Source: an optimization exercise on an open RTL-to-GDS flow (aim: small area, a short achievable clock period and few clock cycles). Production flows keep margins and buffers that such runs may drop. In this exercise RTL edits were held to simulation tests only and were not proved equivalent to the original.

`flow/config.mk`:
```
export PLATFORM = sky130hd
export DESIGN_NAME = ascon_hash
export DESIGN_NICKNAME = ascon_hash
export VERILOG_FILES = /design/flow/design.v
export SDC_FILE = /design/flow/constraint.sdc
export NUM_CORES = 4
export LEC_CHECK = 0
export CAP_MARGIN = 20
export CORE_MARGIN = 2
export CORE_UTILIZATION = 40
export SLEW_MARGIN = 20
```
`flow/constraint.sdc`:
```
create_clock -name core_clock -period 10.0 [get_ports {clk}]
set_input_delay 2.0000 -clock core_clock [delete_from_list [all_inputs] [get_ports {clk}]]
set_output_delay 2.0000 -clock core_clock [all_outputs]
set_load 0.01 [all_outputs]
```
`flow/design.v`:
```
package ascon_pkg;
    localparam int WORD_W = 16;
    localparam int RATE_W = 64;
    localparam int STATE_W = 320;
    localparam int WORDS_PER_BLOCK = 4;
    localparam int PERM_ROUNDS = 12;
    localparam int IN_DEPTH = 4;
    localparam int HASH_OUT_BITS = 256;
    localparam int LEN_W = 32;
    localparam int RND_W = $clog2(PERM_ROUNDS);
    localparam int IN_PTR_W = $clog2(IN_DEPTH);
    localparam int IN_CNT_W = $clog2(IN_DEPTH + 1);
    localparam int TX_CREDIT_W = 8;
    localparam logic [STATE_W-1:0] HASH_IV =
        320'hee9398aadb67f03d8bb21831c60f1002b48a92db98d5da6243189921b8f8e3e8348fa5c9d525e140;
    localparam logic [STATE_W-1:0] XOF_IV =
        320'hb57e273b814cd4162b51042562ae242066a3a7768ddf22185aad0a7a8153650c4f3e0e32539493b6;
    typedef enum logic [3:0] {
        CONF  = 4'h1,
        LEN   = 4'h2,
        MSG   = 4'h3,
        HASH  = 4'h4,
        ABORT = 4'h5
    } word_type_t;
    typedef struct packed {
        logic [WORD_W-2:0] rsvd;
        logic              xof;
    } conf_fields_t;
    typedef union packed {
        logic [WORD_W-1:0] raw;
        conf_fields_t      conf;
    } in_word_u;
    typedef struct packed {
        in_word_u   word;
        word_type_t kind;
        logic       last;
    } in_beat_t;
    typedef struct packed {
        logic [WORD_W-1:0] data;
        word_type_t        kind;
        logic              last;
    } out_beat_t;
    typedef struct packed {
        logic [RATE_W-1:0] block;
        word_type_t        kind;
        logic [2:0]        fin_words;
    } squeeze_t;
endpackage
module block_rx (
    input  logic                clk,
    input  logic                rst,
    input  logic                in_valid,
    input  ascon_pkg::in_beat_t in_beat,
    output logic                in_credit,
    output ascon_pkg::in_beat_t head,
    output logic                head_valid,
    input  logic                pop
);
    logic [ascon_pkg::WORD_W+4:0]     mem [0:ascon_pkg::IN_DEPTH-1];
    logic [ascon_pkg::IN_PTR_W-1:0]   wr_ptr;
    logic [ascon_pkg::IN_PTR_W-1:0]   rd_ptr;
    logic [ascon_pkg::IN_CNT_W-1:0]   count;
    logic                  do_pop;
    assign do_pop = pop && head_valid;
    assign head = mem[rd_ptr];
    assign head_valid = (count != '0);
    always_ff @(posedge clk) begin
        if (in_valid) begin
            mem[wr_ptr] <= in_beat;
        end
    end
    always_ff @(posedge clk) begin
        if (!rst) begin
            wr_ptr <= '0;
            rd_ptr <= '0;
            count <= '0;
            in_credit <= 1'b0;
        end else begin
            in_credit <= do_pop;
            if (in_valid) begin
                wr_ptr <= wr_ptr + 1'b1;
            end
            if (do_pop) begin
                rd_ptr <= rd_ptr + 1'b1;
            end
            count <= count + ascon_pkg::IN_CNT_W'(in_valid) - ascon_pkg::IN_CNT_W'(do_pop);
        end
    end
endmodule
module hash_config_regs (
    input  logic                        clk,
    input  logic                        rst,
    input  logic                        load_conf,
    input  ascon_pkg::conf_fields_t     conf,
    input  logic                        load_len,
    input  logic [ascon_pkg::WORD_W-1:0] len_word,
    input  logic                        consume,
    output logic                        xof,
    output logic                        len_zero,
    output logic                        last_chunk,
    output logic [2:0]                  last_words
);
    logic [ascon_pkg::LEN_W-1:0] remain;
    assign len_zero = (remain == '0);
    assign last_chunk = (remain <= ascon_pkg::LEN_W'(ascon_pkg::RATE_W));
    assign last_words = (remain[5:4] == 2'd0) ? 3'd4 : {1'b0, remain[5:4]};
    always_ff @(posedge clk) begin
        if (!rst) begin
            xof <= 1'b0;
            remain <= '0;
        end else if (load_conf) begin
            xof <= conf.xof;
            remain <= conf.xof ? '0 : ascon_pkg::LEN_W'(ascon_pkg::HASH_OUT_BITS);
        end else if (load_len) begin
            remain <= {remain[ascon_pkg::LEN_W-ascon_pkg::WORD_W-1:0], len_word};
        end else if (consume) begin
            remain <= last_chunk ? '0 : remain - ascon_pkg::LEN_W'(ascon_pkg::RATE_W);
        end
    end
endmodule
module hash_control (
    input  logic                          clk,
    input  logic                          rst,
    input  ascon_pkg::in_beat_t           head,
    input  logic                          head_valid,
    output logic                          pop,
    output logic                          load_conf,
    output ascon_pkg::conf_fields_t       conf,
    output logic                          load_len,
    output logic [ascon_pkg::WORD_W-1:0]  len_word,
    output logic                          consume,
    input  logic                          xof,
    input  logic                          len_zero,
    input  logic                          last_chunk,
    input  logic [2:0]                    last_words,
    output logic                          perm_start,
    output logic [ascon_pkg::STATE_W-1:0] perm_state_in,
    input  logic                          perm_done,
    input  logic [ascon_pkg::STATE_W-1:0] perm_state_out,
    output logic                          tx_load,
    output ascon_pkg::squeeze_t           tx_blk,
    input  logic                          tx_idle
);
    typedef enum logic [3:0] {
        S_IDLE, S_INIT, S_LEN, S_ABSORB, S_ABS_START, S_ABS_WAIT,
        S_SQUEEZE, S_SQZ_START, S_SQZ_WAIT, S_ABORT
    } fsm_t;
    fsm_t               fsm;
    logic [ascon_pkg::STATE_W-1:0] st;
    logic [ascon_pkg::RATE_W-1:0]  acc;
    logic [1:0]         wcnt;
    logic               lcnt;
    logic               fin;
    logic               take;
    assign take = head_valid && (fsm == S_IDLE || fsm == S_LEN || fsm == S_ABSORB);
    assign pop = take;
    assign conf = head.word.conf;
    assign len_word = head.word.raw;
    assign load_conf = take && fsm == S_IDLE && head.kind == ascon_pkg::CONF;
    assign load_len = take && fsm == S_LEN && head.kind == ascon_pkg::LEN;
    assign perm_start = (fsm == S_ABS_START) || (fsm == S_SQZ_START);
    assign perm_state_in = (fsm == S_ABS_START) ?
        {st[ascon_pkg::STATE_W-1 -: ascon_pkg::RATE_W] ^ acc, st[ascon_pkg::STATE_W-ascon_pkg::RATE_W-1:0]} : st;
    assign tx_load = tx_idle && ((fsm == S_SQUEEZE && !len_zero) || fsm == S_ABORT);
    assign consume = tx_load && fsm == S_SQUEEZE;
    always_comb begin
        if (fsm == S_ABORT) begin
            tx_blk.block = '0;
            tx_blk.kind = ascon_pkg::ABORT;
            tx_blk.fin_words = 3'd1;
        end else begin
            tx_blk.block = st[ascon_pkg::STATE_W-1 -: ascon_pkg::RATE_W];
            tx_blk.kind = ascon_pkg::HASH;
            tx_blk.fin_words = last_chunk ? last_words : 3'd0;
        end
    end
    always_ff @(posedge clk) begin
        if (take && fsm == S_ABSORB) begin
            acc <= {acc[ascon_pkg::RATE_W-ascon_pkg::WORD_W-1:0], head.word.raw};
        end
        if (fsm == S_INIT) begin
            st <= xof ? ascon_pkg::XOF_IV : ascon_pkg::HASH_IV;
        end else if (perm_done) begin
            st <= perm_state_out;
        end
    end
    always_ff @(posedge clk) begin
        if (!rst) begin
            fsm <= S_IDLE;
            wcnt <= '0;
            lcnt <= 1'b0;
            fin <= 1'b0;
        end else begin
            case (fsm)
                S_IDLE: begin
                    if (take) begin
                        fsm <= (head.kind == ascon_pkg::CONF) ? S_INIT : S_ABORT;
                    end
                end
                S_INIT: begin
                    wcnt <= '0;
                    lcnt <= 1'b0;
                    fsm <= xof ? S_LEN : S_ABSORB;
                end
                S_LEN: begin
                    if (take) begin
                        lcnt <= 1'b1;
                        if (head.kind != ascon_pkg::LEN) begin
                            fsm <= S_ABORT;
                        end else if (lcnt) begin
                            fsm <= S_ABSORB;
                        end
                    end
                end
                S_ABSORB: begin
                    if (take) begin
                        wcnt <= wcnt + 1'b1;
                        fin <= head.last;
                        if (head.kind != ascon_pkg::MSG || (head.last && wcnt != 2'd3)) begin
                            fsm <= S_ABORT;
                        end else if (wcnt == 2'd3) begin
                            fsm <= S_ABS_START;
                        end
                    end
                end
                S_ABS_START: fsm <= S_ABS_WAIT;
                S_ABS_WAIT: begin
                    if (perm_done) begin
                        fsm <= fin ? S_SQUEEZE : S_ABSORB;
                    end
                end
                S_SQUEEZE: begin
                    if (len_zero) begin
                        fsm <= S_IDLE;
                    end else if (tx_load) begin
                        fsm <= last_chunk ? S_IDLE : S_SQZ_START;
                    end
                end
                S_SQZ_START: fsm <= S_SQZ_WAIT;
                S_SQZ_WAIT: begin
                    if (perm_done) begin
                        fsm <= S_SQUEEZE;
                    end
                end
                S_ABORT: begin
                    if (tx_load) begin
                        fsm <= S_IDLE;
                    end
                end
                default: fsm <= S_IDLE;
            endcase
        end
    end
endmodule
module ascon_permutation (
    input  logic                          clk,
    input  logic                          rst,
    input  logic                          start,
    input  logic [ascon_pkg::STATE_W-1:0] state_in,
    output logic                          done,
    output logic [ascon_pkg::STATE_W-1:0] state_out
);
    logic [ascon_pkg::STATE_W-1:0] state;
    logic [ascon_pkg::RND_W-1:0]   rnd;
    logic               busy;
    function automatic logic [63:0] ror(input logic [63:0] x, input int n);
        ror = (x >> n) | (x << (64 - n));
    endfunction
    function automatic logic [ascon_pkg::STATE_W-1:0] perm_round(input logic [ascon_pkg::STATE_W-1:0] s,
                                                      input logic [7:0] rc);
        logic [63:0] x0, x1, x2, x3, x4;
        logic [63:0] t0, t1, t2, t3, t4;
        {x0, x1, x2, x3, x4} = s;
        x2 = x2 ^ {56'd0, rc};
        x0 = x0 ^ x4;
        x4 = x4 ^ x3;
        x2 = x2 ^ x1;
        t0 = ~x0 & x1;
        t1 = ~x1 & x2;
        t2 = ~x2 & x3;
        t3 = ~x3 & x4;
        t4 = ~x4 & x0;
        x0 = x0 ^ t1;
        x1 = x1 ^ t2;
        x2 = x2 ^ t3;
        x3 = x3 ^ t4;
        x4 = x4 ^ t0;
        x1 = x1 ^ x0;
        x0 = x0 ^ x4;
        x3 = x3 ^ x2;
        x2 = ~x2;
        x0 = x0 ^ ror(x0, 19) ^ ror(x0, 28);
        x1 = x1 ^ ror(x1, 61) ^ ror(x1, 39);
        x2 = x2 ^ ror(x2, 1) ^ ror(x2, 6);
        x3 = x3 ^ ror(x3, 10) ^ ror(x3, 17);
        x4 = x4 ^ ror(x4, 7) ^ ror(x4, 41);
        perm_round = {x0, x1, x2, x3, x4};
    endfunction
    assign state_out = state;
    always_ff @(posedge clk) begin
        if (start) begin
            state <= perm_round(state_in, 8'hf0);
        end else if (busy) begin
            state <= perm_round(state, {4'hf - 4'(rnd), 4'(rnd)});
        end
    end
    always_ff @(posedge clk) begin
        if (!rst) begin
            busy <= 1'b0;
            rnd <= '0;
            done <= 1'b0;
        end else begin
            done <= 1'b0;
            if (start) begin
                busy <= 1'b1;
                rnd <= ascon_pkg::RND_W'(1);
            end else if (busy) begin
                rnd <= rnd + 1'b1;
                if (rnd == ascon_pkg::RND_W'(ascon_pkg::PERM_ROUNDS - 1)) begin
                    busy <= 1'b0;
                    done <= 1'b1;
                end
            end
        end
    end
endmodule
module block_tx (
    input  logic                 clk,
    input  logic                 rst,
    input  logic                 load,
    input  ascon_pkg::squeeze_t  blk,
    output logic                 idle,
    input  logic                 out_credit,
    output logic                 out_valid,
    output ascon_pkg::out_beat_t out_beat
);
    logic [ascon_pkg::RATE_W-1:0]      shreg;
    ascon_pkg::word_type_t             kind_q;
    logic                   fin_q;
    logic [2:0]             left;
    logic [ascon_pkg::TX_CREDIT_W-1:0] credits;
    logic                   emit;
    logic                   is_abort;
    assign idle = (left == 3'd0);
    assign emit = !idle && (credits != '0);
    assign is_abort = (blk.kind == ascon_pkg::ABORT);
    always_ff @(posedge clk) begin
        if (load && idle) begin
            shreg <= is_abort ? '0 : blk.block;
            kind_q <= blk.kind;
            fin_q <= is_abort || (blk.fin_words != 3'd0);
        end else if (emit) begin
            shreg <= shreg << ascon_pkg::WORD_W;
        end
        if (emit) begin
            out_beat.data <= shreg[ascon_pkg::RATE_W-1 -: ascon_pkg::WORD_W];
            out_beat.kind <= kind_q;
            out_beat.last <= fin_q && (left == 3'd1);
        end
    end
    always_ff @(posedge clk) begin
        if (!rst) begin
            left <= 3'd0;
            credits <= '0;
            out_valid <= 1'b0;
        end else begin
            out_valid <= emit;
            credits <= credits + ascon_pkg::TX_CREDIT_W'(out_credit) - ascon_pkg::TX_CREDIT_W'(emit);
            if (load && idle) begin
                if (is_abort) begin
                    left <= 3'd1;
                end else if (blk.fin_words == 3'd0) begin
                    left <= 3'(ascon_pkg::WORDS_PER_BLOCK);
                end else begin
                    left <= blk.fin_words;
                end
            end else if (emit) begin
                left <= left - 3'd1;
            end
        end
    end
endmodule
module ascon_hash_top (
    input  logic                 clk,
    input  logic                 rst,
    input  logic                 in_valid,
    input  ascon_pkg::in_beat_t  in_beat,
    output logic                 in_credit,
    input  logic                 out_credit,
    output logic                 out_valid,
    output ascon_pkg::out_beat_t out_beat
);
    ascon_pkg::in_beat_t          head;
    logic              head_valid;
    logic              pop;
    logic              load_conf;
    ascon_pkg::conf_fields_t      conf;
    logic              load_len;
    logic [ascon_pkg::WORD_W-1:0] len_word;
    logic              consume;
    logic              xof;
    logic              len_zero;
    logic              last_chunk;
    logic [2:0]        last_words;
    logic              perm_start;
    logic [ascon_pkg::STATE_W-1:0] perm_state_in;
    logic              perm_done;
    logic [ascon_pkg::STATE_W-1:0] perm_state_out;
    logic              tx_load;
    ascon_pkg::squeeze_t          tx_blk;
    logic              tx_idle;
    block_rx u_rx (
        .clk, .rst, .in_valid, .in_beat, .in_credit,
        .head, .head_valid, .pop
    );
    hash_control u_ctrl (
        .clk, .rst, .head, .head_valid, .pop,
        .load_conf, .conf, .load_len, .len_word, .consume,
        .xof, .len_zero, .last_chunk, .last_words,
        .perm_start, .perm_state_in, .perm_done, .perm_state_out,
        .tx_load, .tx_blk, .tx_idle
    );
    hash_config_regs u_cfg (
        .clk, .rst, .load_conf, .conf, .load_len, .len_word, .consume,
        .xof, .len_zero, .last_chunk, .last_words
    );
    ascon_permutation u_perm (
        .clk, .rst, .start(perm_start), .state_in(perm_state_in),
        .done(perm_done), .state_out(perm_state_out)
    );
    block_tx u_tx (
        .clk, .rst, .load(tx_load), .blk(tx_blk), .idle(tx_idle),
        .out_credit, .out_valid, .out_beat
    );
endmodule
module ascon_hash (
    input  logic        clk,
    input  logic        rst,
    input  logic        in_valid,
    input  logic [15:0] in_data,
    input  logic [3:0]  in_kind,
    input  logic        in_last,
    output logic        in_credit,
    input  logic        out_credit,
    output logic        out_valid,
    output logic [15:0] out_data,
    output logic [3:0]  out_kind,
    output logic        out_last
);
    ascon_pkg::in_beat_t  in_beat;
    ascon_pkg::out_beat_t out_beat;
    assign in_beat = {in_data, in_kind, in_last};
    assign {out_data, out_kind, out_last} = out_beat;
    ascon_hash_top u_top (
        .clk(clk), .rst(rst), .in_valid(in_valid), .in_beat(in_beat),
        .in_credit(in_credit), .out_credit(out_credit),
        .out_valid(out_valid), .out_beat(out_beat)
    );
endmodule
```
`flow/run.sh`:
```
#!/bin/bash
# synth_recipe.tcl (not shown) runs the flow's synth.tcl, then flattens the netlist and writes it again
# the make line also repeats each setting of config.mk as NAME=value (left out here)
make -C /OpenROAD-flow-scripts/flow DESIGN_CONFIG=/design/flow/config.mk WORK_HOME=/design/flow/orfs CLKGATE_MAP_FILE= SYNTH_SCRIPT=/design/flow/synth_recipe.tcl finish
```
==> impl_metrics.env <==
export IMPL_cts_resized=0
export IMPL_grt_pass1_wl_um=416000
export IMPL_cap_violations=0
export IMPL_clk_pin_slew_ns=0.06
export IMPL_ys_types=76
export IMPL_drt_total_wl_um=316000
export IMPL_setup_slack_ns=5.14
export IMPL_numCtsBuffers=117
export IMPL_die_h_um=418
export IMPL_fin_setup_tns_ns=0
export IMPL_critPathRequiredTime_ns=10.58
export IMPL_areaGrowthSynthToFinish_pct=13.1
export IMPL_initial_core_util=0.403
export IMPL_min_delay_start="u_top.u_tx.shreg[48]"
export IMPL_fin_cells=8885
export IMPL_place_ws_ns=5.25
export IMPL_hold_end="u_top.u_tx.out_beat[5]"
export IMPL_ys_flop_type="edfxtp_1"
export IMPL_postCtsSetupBuffers=0
export IMPL_r2r_cells=9
export IMPL_fin_nets=6870
export IMPL_nFillCells=15700
export IMPL_netlist_area_um2=68400
export IMPL_row_count=151
export IMPL_cts_hold_buffers=0
export IMPL_cts_root_buffer_cell="clkbuf_16"
export IMPL_cts_tree="built"
export IMPL_first_global_vias=47400
export IMPL_fp_coreArea_um2=170000
export IMPL_firstDrtPassIters=7
export IMPL_arrival_ns=5.45
export IMPL_yosysWarnings=5
export IMPL_port_buffers=44
export IMPL_grt_usage=0.356
export IMPL_drive_above_1_share=0.0928
export IMPL_end_kind="flip-flop"
export IMPL_mostFrequentLayoutCells="1310 x xnor2_1, 872 x edfxtp_1, 632 x nand2_1, 506 x xor2_1, 361 x inv_1"
export IMPL_dp_cells=8658
export IMPL_synth_edf_count=872
export IMPL_finClkSkew_ns=0.104
export IMPL_hp_class="reg -> reg"
export IMPL_crit_fanout=46
export IMPL_status="finished clean"
export IMPL_cts_path_max_buffers=3
export IMPL_startpoint_type="flip-flop"
export IMPL_top_level_ports=48
export IMPL_ys_seq_area_frac=0.403
export IMPL_htree_levels=3
export IMPL_grt_max_degree=157
export IMPL_drv_slew=0
export IMPL_regToRegStartpoint="u_top.u_ctrl.fsm[2]"
export IMPL_fin_crit_ns=4.86
export IMPL_ys_ff_latch=941
export IMPL_ys_async_sr_fraction=0
export IMPL_reg2reg_slack_ns=5.14
export IMPL_setup_viol=0
export IMPL_fin_crit_sh=0.486
export IMPL_worstSkewPairLatency_ns=0.86
export IMPL_clock_sinks=941
export IMPL_dieArea_um2=174000
export IMPL_mostFrequentLayoutCell="xnor2_1"
export IMPL_antenna_left=0
export IMPL_drtIter0Drc=7693
export IMPL_dieWidth_um=418
export IMPL_via_per_inst=5.83
export IMPL_whs_path_depth=0
export IMPL_antenna_found_initial=16
export IMPL_wire_per_inst_um=35.6
export IMPL_reg2reg_to="u_top.u_perm.state[10]"
export IMPL_netlist_instances=6390
export IMPL_whs_ns=0.418
export IMPL_slew_headroom=0.133
export IMPL_routabilityCongestion=1.11
export IMPL_synth_area_per_cell_um2=10.7
export IMPL_fmax_mhz=206
export IMPL_hpwl_um=253000
export IMPL_grt_overflow_total=0
export IMPL_vias=51800
export IMPL_final_hold_violation_count=0
export IMPL_critPathKind="reg -> reg"
export IMPL_grt_setup_unrepaired="no"
export IMPL_tightest_slew_ns=1.30
export IMPL_drc_errors=0
[synthesized netlist by cell type, types with 78 or more instances]
| library cell | n | area, um^2 |
|---|---|---|
| inv_1 | 362 | 1360 |
| a21o_1 | 83 | 623 |
| o21ai_0 | 188 | 941 |
| xor2_1 | 527 | 4620 |
| nor2_1 | 343 | 1290 |
| xnor2_1 | 1371 | 12000 |
| xnor3_1 | 112 | 2520 |
| nand2_1 | 635 | 2380 |
| edfxtp_1 | 872 | 26200 |
| nor2b_1 | 124 | 776 |
| xor3_1 | 78 | 1850 |
| ha_1 | 281 | 3520 |
| mux2i_1 | 79 | 791 |
| clkbuf_1 | 162 | 608 |
| a21oi_1 | 258 | 1290 |
| nor3_1 | 178 | 891 |
[cell type report]
cell class	count	area, um^2	area share
clock inverter	88	1060	0.0137
sequential	941	27600	0.356
antenna	7	17.5	0.000226
tap	2218	2780	0.0358
timing repair buffer	257	2130	0.0275
clock buffer	129	2980	0.0385
multi-input combinational	4882	39500	0.511
inverter	363	1370	0.0176
[critical path: stages (launching register included)]
cell and delay [ns]:
dfxtp_1 0.72, nor4b_2 0.31, buf_4 0.47, buf_4 0.65, nand2_1 0.14, xor3_1 0.35
nand2_1 0.10, xnor2_1 0.93, xnor3_1 0.55, mux2_2 0.27
[sequential cells by signal, indices dropped and copies added (netlist names), 2 cells and up, named ones only]
name                 count
u_top.u_rx.rd_ptr        2
u_top.u_tx.out_beat     18
u_top.u_tx.left          3
u_top.u_ctrl.st        320
u_top.u_ctrl.fsm         4
u_top.u_cfg.remain      32
u_top.u_tx.credits       8
u_top.u_rx.count         3
u_top.u_ctrl.wcnt        2
u_top.u_rx.mem          84
u_top.u_rx.wr_ptr        2
u_top.u_tx.shreg        64
u_top.u_perm.rnd         4
u_top.u_perm.state     320
u_top.u_ctrl.acc        64
[per-stage QoR]
step,utilization,instance area (um^2)
floorplan,-,68400
global placement,0.431,73100
detailed placement,0.432,73300
CTS,0.456,77400
global route,0.456,77400
finish,0.456,77400
[how the worst max path moves through the flow]
stage	start	end	slack, ns	cells after the start
2_1_floorplan	u_top.u_ctrl.fsm[1]	u_top.u_perm.state[0]	0.31	9
3_3_place_gp	u_top.u_ctrl.fsm[2]	u_top.u_perm.state[121]	5.21	9
3_5_place_dp	u_top.u_ctrl.fsm[2]	u_top.u_perm.state[295]	5.25	9
4_1_cts	u_top.u_ctrl.fsm[2]	u_top.u_perm.state[295]	5.19	9
5_1_grt	u_top.u_ctrl.fsm[2]	u_top.u_perm.state[295]	5.07	9
6_report	u_top.u_ctrl.fsm[2]	u_top.u_perm.state[10]	5.14	9
[kinds of logic after synthesis]
logic type,Yosys count,synth area share
compound gates,694,0.0612
xor+xnor,2088,0.307
fa+ha+maj,352,0.0620
buf+inv,568,0.0320
flops,941,0.403
mux,167,0.0293
other cells,2,0.000110
simple gates,1578,0.106
[routing by layer]
layer,wire length [um],GRT usage,up-vias
met2,130000,0.510,2950
li1,-,-,22200
met1,126000,0.474,26000
met4,27000,0.251,12
met5,80,0,-
met3,33600,0.0821,657
Testbench counts, summed over its fixed seeds: cycles 18,259.

## re-timing with driven ports
How much do the figures lean on ideal ports? The routed layout below was timed once more, with nothing changed but the port constraints. Step 1 (the two cells are an assumption about what drives the block):
set clk [get_ports {clk}]
set_driving_cell -lib_cell sky130_fd_sc_hd__clkbuf_16 $clk
set_driving_cell -lib_cell sky130_fd_sc_hd__buf_2 [delete_from_list [all_inputs] $clk]
Step 2 adds t to the input delays and takes it off the output delays; t is the mean of the earliest and latest rising clock arrival at the registers after step 1. Input paths then give back, and output paths get back, about the clock's delay inside the block. a / b / c = ideal / step 1 / step 2; a / b = the first two.
t (ns): 0.891
setup slack, ns: 5.136 / 5.136 / 5.136
worst setup path at the end: register to register
clock arrival spread, ns: 0.105 / 0.104
worst data-port slew with drivers (ns): 0.05
After both steps this run still meets setup and hold. For this run, drivers alone change the setup slack by 0.000 ns; drivers and shift together by 0.000 ns.
